Background: an optimization exercise with open tools, aiming at small area. Do not read the settings as production practice. In this exercise RTL edits were held to simulation tests only and were not proved equivalent to the original. Power and IR drop assume default switching activity.

// gm_curve_mc
module gm_curve_mc #(
    parameter int  CH_NUM   = 3,
    parameter int  DATI_SZ  = 10,
    parameter int  DATO_SZ  = 10,
    parameter int  SEG_BITS = 4,
    localparam int CHW      = (CH_NUM > 1) ? $clog2(CH_NUM) : 1
) (
    input  logic                      pclk,
    input  logic                      prst,
    input  logic [CH_NUM*DATI_SZ-1:0] px_i,
    input  logic                      px_vld_i,
    input  logic                      frm_str,
    input  logic                      gm_en,
    input  logic [4:0]                gm_str,
    input  logic                      tbl_we,
    input  logic [CHW-1:0]            tbl_ch,
    input  logic [SEG_BITS:0]         tbl_addr,
    input  logic [DATO_SZ-1:0]        tbl_wdat,
    input  logic                      tbl_upd,
    output logic                      tbl_upd_pend,
    output logic [CH_NUM*DATO_SZ-1:0] px_o,
    output logic                      px_vld_o
);
    localparam int NSEG = 1 << SEG_BITS;
    localparam int NE   = NSEG / 2 + 1;          
    localparam int NO   = NSEG / 2;              
    localparam int DXW  = DATI_SZ - SEG_BITS;    
    localparam logic [SEG_BITS:0] ADDR_MAX = (SEG_BITS+1)'(NSEG);
    localparam logic [CHW:0]      CH_LIM   = (CHW+1)'(CH_NUM);
    function automatic logic [DATO_SZ-1:0] ident_knot(input integer k);
        integer v;
        v = (k << DATO_SZ) >> SEG_BITS;
        if (v > ((1 << DATO_SZ) - 1))
            v = (1 << DATO_SZ) - 1;
        ident_knot = v[DATO_SZ-1:0];
    endfunction
    logic       r_upd_pend;
    logic       r_act_id;       
    logic [3:0] r_sl;           
    logic       r_s16;          
    logic       w_swap;
    logic       w_wr_ok;
    logic [4:0] w_str;
    assign w_swap  = frm_str & (r_upd_pend | tbl_upd);
    assign w_wr_ok = tbl_we && (tbl_addr <= ADDR_MAX) && ({1'b0, tbl_ch} < CH_LIM);
    assign w_str = !gm_en ? 5'd0 : (gm_str > 5'd16) ? 5'd16 : gm_str;
    always_ff @(posedge pclk) begin
        if (prst) begin
            r_upd_pend <= 1'b0;
            r_act_id   <= 1'b1;
            r_sl       <= 4'd0;
            r_s16      <= 1'b0;
        end else begin
            if (w_swap)
                r_upd_pend <= 1'b0;
            else if (tbl_upd)
                r_upd_pend <= 1'b1;
            if (w_swap)
                r_act_id <= 1'b0;
  ...
Size in the first run: about 2400 cells after synthesis, ~1100 flip-flops, roughly 91 I/O pins.
clock: 10.0 ns
lec_check: 0
cap_margin: 20
core_margin: 2
core_utilization: 60
cts_cluster_diameter: 120
cts_cluster_size: 25
gpl_timing_driven: 0
slew_margin: 20
synth_hierarchical: 1
standard.sh (not shown) runs the stock make flow with config.mk's settings and CLKGATE_MAP_FILE= SYNTH_SCRIPT=/design/flow/synth_recipe.tcl, a recipe that flattens the netlist after the stock synthesis.
==> flow/flow/run.sh <==
#!/bin/bash
# Layout flow: the standard layout (standard.sh) with the standard
# synthesis unchanged. Two settings differ after synthesis:
#   * the port buffers are sky130_fd_sc_hd__buf_2 cells (every input and
#     output still gets its own buffer, as in the standard flow);
#   * placement and timing repair do not use the largest buffers (buf_8,
#     buf_12, buf_16); DONT_USE_CELLS repeats the platform's own list and
#     adds those three.
# Each step's full output goes to a log file in this folder; ORFS's own
# per-step logs stay under orfs/logs/.
set -euo pipefail
cd "$(dirname "$0")/.."
PLATFORM_DONT_USE="sky130_fd_sc_hd__probe_p_8 sky130_fd_sc_hd__probec_p_8 sky130_fd_sc_hd__lpflow_bleeder_1 sky130_fd_sc_hd__lpflow_clkbufkapwr_1 sky130_fd_sc_hd__lpflow_clkbufkapwr_16 sky130_fd_sc_hd__lpflow_clkbufkapwr_2 sky130_fd_sc_hd__lpflow_clkbufkapwr_4 sky130_fd_sc_hd__lpflow_clkbufkapwr_8 sky130_fd_sc_hd__lpflow_clkinvkapwr_1 sky130_fd_sc_hd__lpflow_clkinvkapwr_16 sky130_fd_sc_hd__lpflow_clkinvkapwr_2 sky130_fd_sc_hd__lpflow_clkinvkapwr_4 sky130_fd_sc_hd__lpflow_clkinvkapwr_8 sky130_fd_sc_hd__lpflow_decapkapwr_12 sky130_fd_sc_hd__lpflow_decapkapwr_3 sky130_fd_sc_hd__lpflow_decapkapwr_4 sky130_fd_sc_hd__lpflow_decapkapwr_6 sky130_fd_sc_hd__lpflow_decapkapwr_8 sky130_fd_sc_hd__lpflow_inputiso0n_1 sky130_fd_sc_hd__lpflow_inputiso0p_1 sky130_fd_sc_hd__lpflow_inputiso1n_1 sky130_fd_sc_hd__lpflow_inputiso1p_1 sky130_fd_sc_hd__lpflow_inputisolatch_1 sky130_fd_sc_hd__lpflow_isobufsrc_1 sky130_fd_sc_hd__lpflow_isobufsrc_16 sky130_fd_sc_hd__lpflow_isobufsrc_2 sky130_fd_sc_hd__lpflow_isobufsrc_4 sky130_fd_sc_hd__lpflow_isobufsrc_8 sky130_fd_sc_hd__lpflow_isobufsrckapwr_16 sky130_fd_sc_hd__lpflow_lsbuf_lh_hl_isowell_tap_1 sky130_fd_sc_hd__lpflow_lsbuf_lh_hl_isowell_tap_2 sky130_fd_sc_hd__lpflow_lsbuf_lh_hl_isowell_tap_4 sky130_fd_sc_hd__lpflow_lsbuf_lh_isowell_4 sky130_fd_sc_hd__lpflow_lsbuf_lh_isowell_tap_1 sky130_fd_sc_hd__lpflow_lsbuf_lh_isowell_tap_2 sky130_fd_sc_hd__lpflow_lsbuf_lh_isowell_tap_4 # # Define fill cells"
bash standard.sh synth > synth.log 2>&1
bash standard.sh "BUFFER_PORTS_ARGS=-buffer_cell sky130_fd_sc_hd__buf_2" \
    "DONT_USE_CELLS=$PLATFORM_DONT_USE sky130_fd_sc_hd__buf_8 sky130_fd_sc_hd__buf_12 sky130_fd_sc_hd__buf_16" \
    finish > layout.log 2>&1
==> next run, changes <==
CORE_UTILIZATION = 70   (was 60)
CTS_CLUSTER_DIAMETER = 100   (was 120)
CTS_CLUSTER_SIZE = 30   (was 25)
=>
- via count climbs slightly
- worst hold slack hardly moves
- final area drops slightly
- final cell count drops by a few percent
- area after synthesis is unchanged
==> next run, changes <==
==> flow/flow/run.sh (replaced) <==
#!/bin/bash
# Layout flow: the standard layout (standard.sh) with the standard
# synthesis unchanged. One setting differs after synthesis: the port buffers
# are sky130_fd_sc_hd__buf_2 cells (every input and output still gets its own
# buffer, as in the standard flow).
# Each step's full output goes to a log file in this folder; ORFS's own
# per-step logs stay under orfs/logs/.
set -euo pipefail
cd "$(dirname "$0")/.."
bash standard.sh synth > synth.log 2>&1
bash standard.sh "BUFFER_PORTS_ARGS=-buffer_cell sky130_fd_sc_hd__buf_2" \
    finish > layout.log 2>&1
CORE_UTILIZATION = 60   (was 70)
CTS_CLUSTER_DIAMETER = 80   (was 100)
CTS_CLUSTER_SIZE = 36   (was 30)
Effect: Sequential share of layout area came out lower by 0.84 points. Area after synthesis is unchanged. Clock-buffer cell count came out lower by 11. Routed wire length came out higher slightly. Clock skew came out lower by 0.0030 ns. Sequential cell count is unchanged. Die area came out higher by about a fifth. Worst setup slack loses 0.0086 ns. Critical path depth does not change. Power came out higher slightly.
==> next run, changes <==
==> flow/flow/run.sh (replaced) <==
#!/bin/bash
# Layout flow: the standard layout (standard.sh) with the standard
# synthesis unchanged. Two settings differ after synthesis:
#   * the port buffers are sky130_fd_sc_hd__buf_2 cells (every input and
#     output still gets its own buffer, as in the standard flow);
#   * placement and timing repair do not use the largest buffers (buf_6, buf_8,
#     buf_12, buf_16); DONT_USE_CELLS repeats the platform's own list and
#     adds those four.
# Each step's full output goes to a log file in this folder; ORFS's own
# per-step logs stay under orfs/logs/.
set -euo pipefail
cd "$(dirname "$0")/.."
PLATFORM_DONT_USE="sky130_fd_sc_hd__probe_p_8 sky130_fd_sc_hd__probec_p_8 sky130_fd_sc_hd__lpflow_bleeder_1 sky130_fd_sc_hd__lpflow_clkbufkapwr_1 sky130_fd_sc_hd__lpflow_clkbufkapwr_16 sky130_fd_sc_hd__lpflow_clkbufkapwr_2 sky130_fd_sc_hd__lpflow_clkbufkapwr_4 sky130_fd_sc_hd__lpflow_clkbufkapwr_8 sky130_fd_sc_hd__lpflow_clkinvkapwr_1 sky130_fd_sc_hd__lpflow_clkinvkapwr_16 sky130_fd_sc_hd__lpflow_clkinvkapwr_2 sky130_fd_sc_hd__lpflow_clkinvkapwr_4 sky130_fd_sc_hd__lpflow_clkinvkapwr_8 sky130_fd_sc_hd__lpflow_decapkapwr_12 sky130_fd_sc_hd__lpflow_decapkapwr_3 sky130_fd_sc_hd__lpflow_decapkapwr_4 sky130_fd_sc_hd__lpflow_decapkapwr_6 sky130_fd_sc_hd__lpflow_decapkapwr_8 sky130_fd_sc_hd__lpflow_inputiso0n_1 sky130_fd_sc_hd__lpflow_inputiso0p_1 sky130_fd_sc_hd__lpflow_inputiso1n_1 sky130_fd_sc_hd__lpflow_inputiso1p_1 sky130_fd_sc_hd__lpflow_inputisolatch_1 sky130_fd_sc_hd__lpflow_isobufsrc_1 sky130_fd_sc_hd__lpflow_isobufsrc_16 sky130_fd_sc_hd__lpflow_isobufsrc_2 sky130_fd_sc_hd__lpflow_isobufsrc_4 sky130_fd_sc_hd__lpflow_isobufsrc_8 sky130_fd_sc_hd__lpflow_isobufsrckapwr_16 sky130_fd_sc_hd__lpflow_lsbuf_lh_hl_isowell_tap_1 sky130_fd_sc_hd__lpflow_lsbuf_lh_hl_isowell_tap_2 sky130_fd_sc_hd__lpflow_lsbuf_lh_hl_isowell_tap_4 sky130_fd_sc_hd__lpflow_lsbuf_lh_isowell_4 sky130_fd_sc_hd__lpflow_lsbuf_lh_isowell_tap_1 sky130_fd_sc_hd__lpflow_lsbuf_lh_isowell_tap_2 sky130_fd_sc_hd__lpflow_lsbuf_lh_isowell_tap_4 # # Define fill cells"
bash standard.sh synth > synth.log 2>&1
bash standard.sh "BUFFER_PORTS_ARGS=-buffer_cell sky130_fd_sc_hd__buf_2" \
    "DONT_USE_CELLS=$PLATFORM_DONT_USE sky130_fd_sc_hd__buf_6 sky130_fd_sc_hd__buf_8 sky130_fd_sc_hd__buf_12 sky130_fd_sc_hd__buf_16" \
    finish > layout.log 2>&1
CTS_CLUSTER_DIAMETER = 100   (was 80)
CTS_CLUSTER_SIZE = 30   (was 36)
The new run ran to the end with no violations.
Sequential power stays flat.
Setup slack barely changes.
Power barely changes.
Worst hold slack degrades by 0.0055 ns.
First-iteration DRC count rose by 6.6%.
Global-route usage went up by 0.12 points.
Critical path depth drops by 1.

[separate check: timing with driven ports]
The results above use ideal ports. As a check the final layouts listed here were re-extracted and re-timed, cells and wires unchanged.
Step 1 sets driving cells, clkbuf_16 on the clock port and buf_2 on the other inputs (assumed; they add their load-dependent delay and slew).
Step 2, shift: input delay + t, output delay - t, t = (earliest + latest rising clock arrival at the registers) / 2. This alone moves slack from input paths to output paths.
a / b / c = no drivers / after step 1 / after step 2; a / b = the first two.
run | t (ns) | setup WS [ns] | worst register clock-pin slew, ns
the first run | 0.680 | 0.196 / 0.216 / -0.464 | 0.10 / 0.10
the second run | 0.697 | 0.176 / 0.203 / -0.494 | 0.12 / 0.12
the third run | 0.675 | 0.167 / 0.181 / -0.495 | 0.12 / 0.12
the fourth run | 0.681 | 0.166 / 0.166 / -0.515 | 0.11 / 0.11
Met with ideal ports but missed after step 2: setup timing in every run listed. For the fourth run, which loses most, drivers alone change the setup slack by 0.000 ns; drivers and shift together by -0.681 ns.
